This design comes from an exercise in tuning for small area, a short achievable clock period and few clock cycles on the open sky130 flow, not from production work. At most, simulation tests tie the RTL to the original design; equivalence was not proved.

== v18 ==
// fc_layer_top
module fc_layer_top (
	input  logic                     clk,
	input  logic                     reset_n,
	input  logic                     i_run,       
	input  fc_ctrl_pkg::cnt_t        i_num_cnt,   
	input  fc_data_pkg::data_t       i_node,      
	input  fc_data_pkg::weight_vec_t i_weights,   
	output logic                     o_idle,
	output logic                     o_read,
	output logic                     o_write,
	output logic                     o_done,
	output fc_ctrl_pkg::mem_req_t    o_mem_req,
	output fc_data_pkg::result_vec_t o_results
);
Size: about 200 I/O pins.
==> flow/config.mk <==
export PLATFORM = sky130hd
export DESIGN_NAME = fc_layer_top
export DESIGN_NICKNAME = fc_layer_top
export VERILOG_FILES = /design/flow/design.v
export SDC_FILE = /design/flow/constraint.sdc
export NUM_CORES = 4
export LEC_CHECK = 0
export CAP_MARGIN = 20
export CORE_MARGIN = 2
export CORE_UTILIZATION = 40
export CTS_CLUSTER_DIAMETER = 100
export CTS_CLUSTER_SIZE = 30
export SETUP_SLACK_MARGIN = 5.0
export SLEW_MARGIN = 20
==> flow/constraint.sdc <==
create_clock -name core_clock -period 8.0 [get_ports {clk}]
set_input_delay 1.6000 -clock core_clock [delete_from_list [all_inputs] [get_ports {clk}]]
set_output_delay 1.6000 -clock core_clock [all_outputs]
set_load 0.01 [all_outputs]
standard.sh (not shown) runs the stock make flow with config.mk's settings and CLKGATE_MAP_FILE= SYNTH_SCRIPT=/design/flow/synth_recipe.tcl, a recipe that flattens the netlist after the stock synthesis.
==> flow/flow/run.sh <==
#!/bin/bash
# Standard layout (standard.sh, unchanged synthesis), with two changes:
# plain buffers on the ports instead of delay buffers, and timing repair
# aiming further below the clock period. The make output goes to make.log in
# the work folder; ORFS keeps each step's own log under orfs/logs/.
set -euo pipefail
cd "$(dirname "$0")/.."
bash standard.sh "BUFFER_PORTS_ARGS=-buffer_cell sky130_fd_sc_hd__buf_2" \
	SETUP_SLACK_MARGIN=5.2 finish > make.log 2>&1
Testbench counts of v18, summed over its fixed seeds: cycles 36,227.
The inputs of v19 differ from those of v18 as listed below.
Settings: a change of CAP_MARGIN from 20 to 10; a change of CORE_UTILIZATION from 40 to 55; an added PLACE_DENSITY of 0.7; a change of SLEW_MARGIN from 20 to 10.
diff --git a/flow/flow/run.sh b/flow/flow/run.sh
--- a/flow/flow/run.sh
+++ b/flow/flow/run.sh
@@ -7,3 +7,3 @@
 cd "$(dirname "$0")/.."
 bash standard.sh "BUFFER_PORTS_ARGS=-buffer_cell sky130_fd_sc_hd__buf_2" \
-	SETUP_SLACK_MARGIN=5.2 finish > make.log 2>&1
+	SETUP_SLACK_MARGIN=5.3 finish > make.log 2>&1
### Flow results
Compared with v18, v19 shows a lower number of buffers created by CTS.
Number of antenna violations at the first check in global routing ended up 1 lower on v19 than on v18.
Vias: v19 above v18
v18 → v19: overall die area now sits lower, final cell count has decreased, post-layout minimum cycle time saw a decrease, utilization shows an increase of 18 points.
Status: buffer depth of the longest clock path parity (v19, v18)
Looking at worst setup slack across v19 and v18, the one that comes out lower is v18.
The lower wire length on met3 came out of v18.
Modified inputs, v25 compared to v19
Settings: ABC_AREA: unset -> 1; CAP_MARGIN: 10 -> 20; SLEW_MARGIN: 10 -> 20.
Results
[compare] base=v19 new=v25: share of synthesized cell area in full adder, half adder and majority cells was more or less identical; sequential cell area share went down; number of buffer and inverter stages on the critical path fell 2; non-clock buffer count fell by about 2.3%. [v25 vs v19] overall track demand over capacity in global routing: higher in v25. Transition time at the pin with the least slew margin on v25 is down relative to v19.
Input-level comparison between v54 and v25:
Settings: a change of CORE_UTILIZATION from 55 to 40; a deleted PLACE_DENSITY that had been 0.7; a deleted ABC_AREA that had been 1.
==> flow/run.sh (new file) <==
#!/bin/bash
# synth_recipe.tcl (not shown) runs the flow's synth.tcl, then flattens the netlist and writes it again
# the make line also repeats each setting of config.mk as NAME=value (left out here)
make -C /OpenROAD-flow-scripts/flow DESIGN_CONFIG=/design/flow/config.mk WORK_HOME=/design/flow/orfs CLKGATE_MAP_FILE= SYNTH_SCRIPT=/design/flow/synth_recipe.tcl finish
removed: flow/flow/run.sh
removed: flow/standard.sh
Sequential cell count came out exactly the same in v54 and v25. Compare v54 and v25 | wire length lower: v54. When v54 is set beside v25, its final cell count turns out to be 117 smaller. Maximum fanout count along the critical path for v54 is higher than for v25. Looking at post-synthesis simple-gate area fraction across v54 and v25, the one that comes out lower is v54. Density: v54 sparser than v25. The synthesized area of v54 was inferior to that of v25. [v54] final instance area rose 3.8% relative to v25. Run comparison: v25 critical path launch point g_lane[0].u_mac_core.pp_q[16]$_DFF_P_; v54 critical path launch point g_lane[3].u_mac_core.acc_hi[0]$_SDFF_PP0_. Looking only at inverter count, and setting everything else aside, the lower value of v54 and v25 goes to v54.
[inputs] v57 vs v54
Settings: CORE_UTILIZATION: 40 -> 65; PLACE_DENSITY: unset -> 0.8.
==> flow/flow/run.sh (new file) <==
#!/bin/bash
# Standard layout (standard.sh, unchanged synthesis), with two changes:
# plain buffers on the ports instead of delay buffers, and timing repair
# aiming further below the clock period. The make output goes to make.log in
# the work folder; ORFS keeps each step's own log under orfs/logs/.
set -euo pipefail
cd "$(dirname "$0")/.."
bash standard.sh "BUFFER_PORTS_ARGS=-buffer_cell sky130_fd_sc_hd__buf_2" \
	SETUP_SLACK_MARGIN=5.3 finish > make.log 2>&1
==> flow/standard.sh (new file) <==
#!/bin/bash
# synth_recipe.tcl (not shown) runs the flow's synth.tcl, then flattens the netlist and writes it again
# the make line also repeats each setting of config.mk as NAME=value (left out here)
make -C /OpenROAD-flow-scripts/flow DESIGN_CONFIG=/design/flow/config.mk WORK_HOME=/design/flow/orfs CLKGATE_MAP_FILE= SYNTH_SCRIPT=/design/flow/synth_recipe.tcl "${@:-finish}"
removed: flow/run.sh
==> results.txt <==
v57 finished every step from synthesis to the final layout, and the layout passed the timing, design-rule and antenna checks.
When v57 is set beside v54, its worst setup slack turns out to be 0.38 ns larger.
Changes observed in v57 relative to v54: wire length reported by the detailed router now smaller; number of non-filler instances in the completed layout now smaller; area growth from synthesis to layout now smaller; first-iteration detailed-routing DRC count now larger.

---

Another version of the RTL of fc_layer_top (not shown whole).
For scale: ~300 flip-flops, roughly 200 I/O pins.
Settings: LEC_CHECK=0, ABC_AREA=1, CAP_MARGIN=20, CORE_MARGIN=2, CORE_UTILIZATION=40, SETUP_SLACK_MARGIN=5.0, SLEW_MARGIN=20; clock period 8.0 ns.
run.sh (not shown) runs the stock make flow with config.mk's settings and CLKGATE_MAP_FILE= SYNTH_SCRIPT=/design/flow/synth_recipe.tcl, a recipe that flattens the netlist after the stock synthesis.
Stock flow here: none of the scripts above is used.
Change:
Settings changed: ABC_AREA 1 to unset, CTS_CLUSTER_DIAMETER set to 80, CTS_CLUSTER_SIZE set to 20.
The changed run finished with timing, DRC and antenna clean.
Via count shrinks by about a fifth.
Register-to-register slack is worse by 200 ps.
Routed wire length falls by roughly a tenth.
Worst setup slack got worse by 23 ps.
Change:
Settings changed: CTS_CLUSTER_DIAMETER 80 to 100, CTS_CLUSTER_SIZE 20 to 30.
Routed wire length came out lower slightly.
Fmax came out lower slightly.
Setup slack degrades by 22 ps.
Critical path depth is unchanged.
Cell count came out lower slightly.
Core utilization came out lower by 0.63 points.
Function was not checked in any run of this note: the RTL went through the layout flow alone.

---

JK:
fc_layer_top again, from the RTL that the note above started with.
make LEC_CHECK=0 CAP_MARGIN=20 CORE_MARGIN=2 CORE_UTILIZATION=40 SETUP_SLACK_MARGIN=5.0 SLEW_MARGIN=20 finish   # period 8.0 ns
JK: done, clean on timing, DRC and antenna
Input changes introduced in PW (baseline for comparison: JK):
==> flow/flow/run.sh (new file) <==
#!/bin/bash
# Standard layout, with plain buffers on the ports instead of delay buffers.
# The whole make output goes to make.log in the work folder; ORFS keeps each
# step's own log under orfs/logs/.
set -euo pipefail
cd "$(dirname "$0")/.."
bash standard.sh "BUFFER_PORTS_ARGS=-buffer_cell sky130_fd_sc_hd__buf_2" finish > make.log 2>&1
==> flow/standard.sh (new file) <==
#!/bin/bash
# synth_recipe.tcl (not shown) runs the flow's synth.tcl, then flattens the netlist and writes it again
# the make line also repeats each setting of config.mk as NAME=value (left out here)
make -C /OpenROAD-flow-scripts/flow DESIGN_CONFIG=/design/flow/config.mk WORK_HOME=/design/flow/orfs CLKGATE_MAP_FILE= SYNTH_SCRIPT=/design/flow/synth_recipe.tcl "${@:-finish}"
removed: flow/run.sh
Results
Between JK and PW, the final hold slack figures differ only marginally. ~same final critical delay including setup and external delays in PW and JK. PW ends up with a register share of the cell area that is 1.2 points higher than in JK. Going from JK to PW, the signed area change from the synthesized netlist to the final layout was found to have gone down by 4.9 points. Taking JK as the reference, in PW total length of routed met3 wires went down by 310 um; total length of routed wires was more or less identical; ratio of final minimum period to clock period was more or less identical. JK → PW: via count went down by 79, synthesized area was more or less identical.
Function was not checked in any run of this note: the RTL went through the layout flow alone.

---

Setup of run A:
fc_layer_top with an RTL version that a note above also has.
For scale: ~17000 sq um of cells after synthesis.
export LEC_CHECK = 0
export CAP_MARGIN = 20
export CORE_MARGIN = 2
export CORE_UTILIZATION = 55
export CTS_CLUSTER_DIAMETER = 100
export CTS_CLUSTER_SIZE = 30
export PLACE_DENSITY = 0.7
export SETUP_SLACK_MARGIN = 5.0
export SLEW_MARGIN = 20
export TNS_END_PERCENT = 10
create_clock -name core_clock -period 8.0 [get_ports {clk}]
standard.sh (not shown) runs the stock make flow with config.mk's settings and CLKGATE_MAP_FILE= SYNTH_SCRIPT=/design/flow/synth_recipe.tcl, a recipe that flattens the netlist after the stock synthesis.
==> flow/flow/run.sh <==
#!/bin/bash
# Standard layout (standard.sh, unchanged synthesis), with two changes:
# plain buffers on the ports instead of delay buffers, and timing repair
# aiming further below the clock period. The make output goes to make.log in
# the work folder; ORFS keeps each step's own log under orfs/logs/.
set -euo pipefail
cd "$(dirname "$0")/.."
bash standard.sh "BUFFER_PORTS_ARGS=-buffer_cell sky130_fd_sc_hd__buf_2" \
	SETUP_SLACK_MARGIN=5.3 finish > make.log 2>&1
Testbench counts of run A, summed over its fixed seeds: cycles 36,227.
[inputs] run B vs run A
Settings: a deleted TNS_END_PERCENT that had been 10; a change of CORE_UTILIZATION from 55 to 40; a deleted PLACE_DENSITY that had been 0.7.
Run B: flow completed, timing, DRC and antenna clean. Run B vs. run A: met3 capacity usage during global routing shows a reduction of 0.41 points, number of antenna diodes shows no meaningful change, post-placement setup slack shows an increase of 0.53 ns, post-route core utilization shows a reduction of 16 points. Run A vs run B, critical path capture point: o_mem_req[4] vs o_mem_req[0]. Global routing usage on met1 ends up higher on run A.
--- input diff run B..run C ---
Settings: TNS_END_PERCENT newly set to 10.
Findings:
The final non-filler cell total number comes out lower for run C vs run B. Final wirelength went down slightly going from run B to run C. Compared with run B, run C has less setup slack.
Edits applied to the flow inputs when going from run C to run D:
Settings: TNS_END_PERCENT removed (was 10); PLACE_DENSITY newly set to 0.7; CORE_UTILIZATION changed from 40 to 55.
Results
Summary of the comparison: total wire length is lower in run D, relative to run C. Slew of the pin with the lowest slew margin, run C and run D: higher on run D. Taking run C as the reference, in run D global-route met2 utilization went up, count of H-tree levels built during CTS about even, storage element area rose by 1.1%. Endpoint of the most critical setup path: o_results[38] -> run C, o_idle -> run D. Run comparison: run D library cell contributing the largest single delay on the critical path sky130_fd_sc_hd__dfrtp_1; run C library cell contributing the largest single delay on the critical path sky130_fd_sc_hd__dfxtp_1. Compared with run C, cell area in run D decreased slightly. Relative to run C, the detailed-routed wire length on met2 measured on run D has decreased by a little under 10%.

[what the ideal ports hide]
The results above use ideal ports. As a check the final layouts listed here were re-extracted and re-timed, cells and wires unchanged.
Step 1 sets driving cells, clkbuf_16 on the clock port and buf_2 on the other inputs (assumed; they add their load-dependent delay and slew).
Step 2, shift: input delay + t, output delay - t, t = (earliest + latest rising clock arrival at the registers) / 2. This alone moves slack from input paths to output paths.
a / b / c = ideal ports / drivers / drivers and shift; a / b = the first two.
| run | shift t [ns] | setup WS [ns] | hold slack, ns |
|---|---|---|---|
| v18 | 0.585 | 5.244 / 5.185 / 5.026 | 0.358 / 0.358 / 0.358 |
| v19 | 0.551 | 5.313 / 5.266 / 4.946 | 0.367 / 0.367 / 0.367 |
| v25 | 0.553 | 5.288 / 5.262 / 5.255 | 0.350 / 0.350 / 0.350 |
| v54 | 0.569 | 4.916 / 4.865 / 4.720 | 0.361 / 0.361 / 0.361 |
| v57 | 0.541 | 5.298 / 5.248 / 5.032 | 0.366 / 0.366 / 0.366 |
| the first run of note 2 | 0.590 | 5.008 / 4.953 / 4.591 | 0.352 / 0.352 / 0.352 |
| the second run of note 2 | 0.611 | 4.985 / 4.985 / 4.583 | 0.356 / 0.356 / 0.356 |
| the third run of note 2 | 0.582 | 4.962 / 4.962 / 4.573 | 0.363 / 0.363 / 0.363 |
| JK | 0.591 | 4.993 / 4.993 / 4.577 | 0.353 / 0.353 / 0.353 |
| PW | 0.590 | 4.991 / 4.991 / 4.839 | 0.351 / 0.351 / 0.351 |
| run A | 0.550 | 5.232 / 5.185 / 4.953 | 0.367 / 0.367 / 0.367 |
| run B | 0.581 | 5.331 / 5.274 / 5.019 | 0.358 / 0.358 / 0.358 |
| run C | 0.582 | 5.282 / 5.224 / 5.021 | 0.358 / 0.358 / 0.358 |
| run D | 0.551 | 5.313 / 5.266 / 4.946 | 0.367 / 0.367 / 0.367 |
After both steps setup and hold are still met in every run listed. The setup slack of the first run of note 2, which loses most, moves by -0.055 ns with the drivers and by -0.417 ns with both steps.
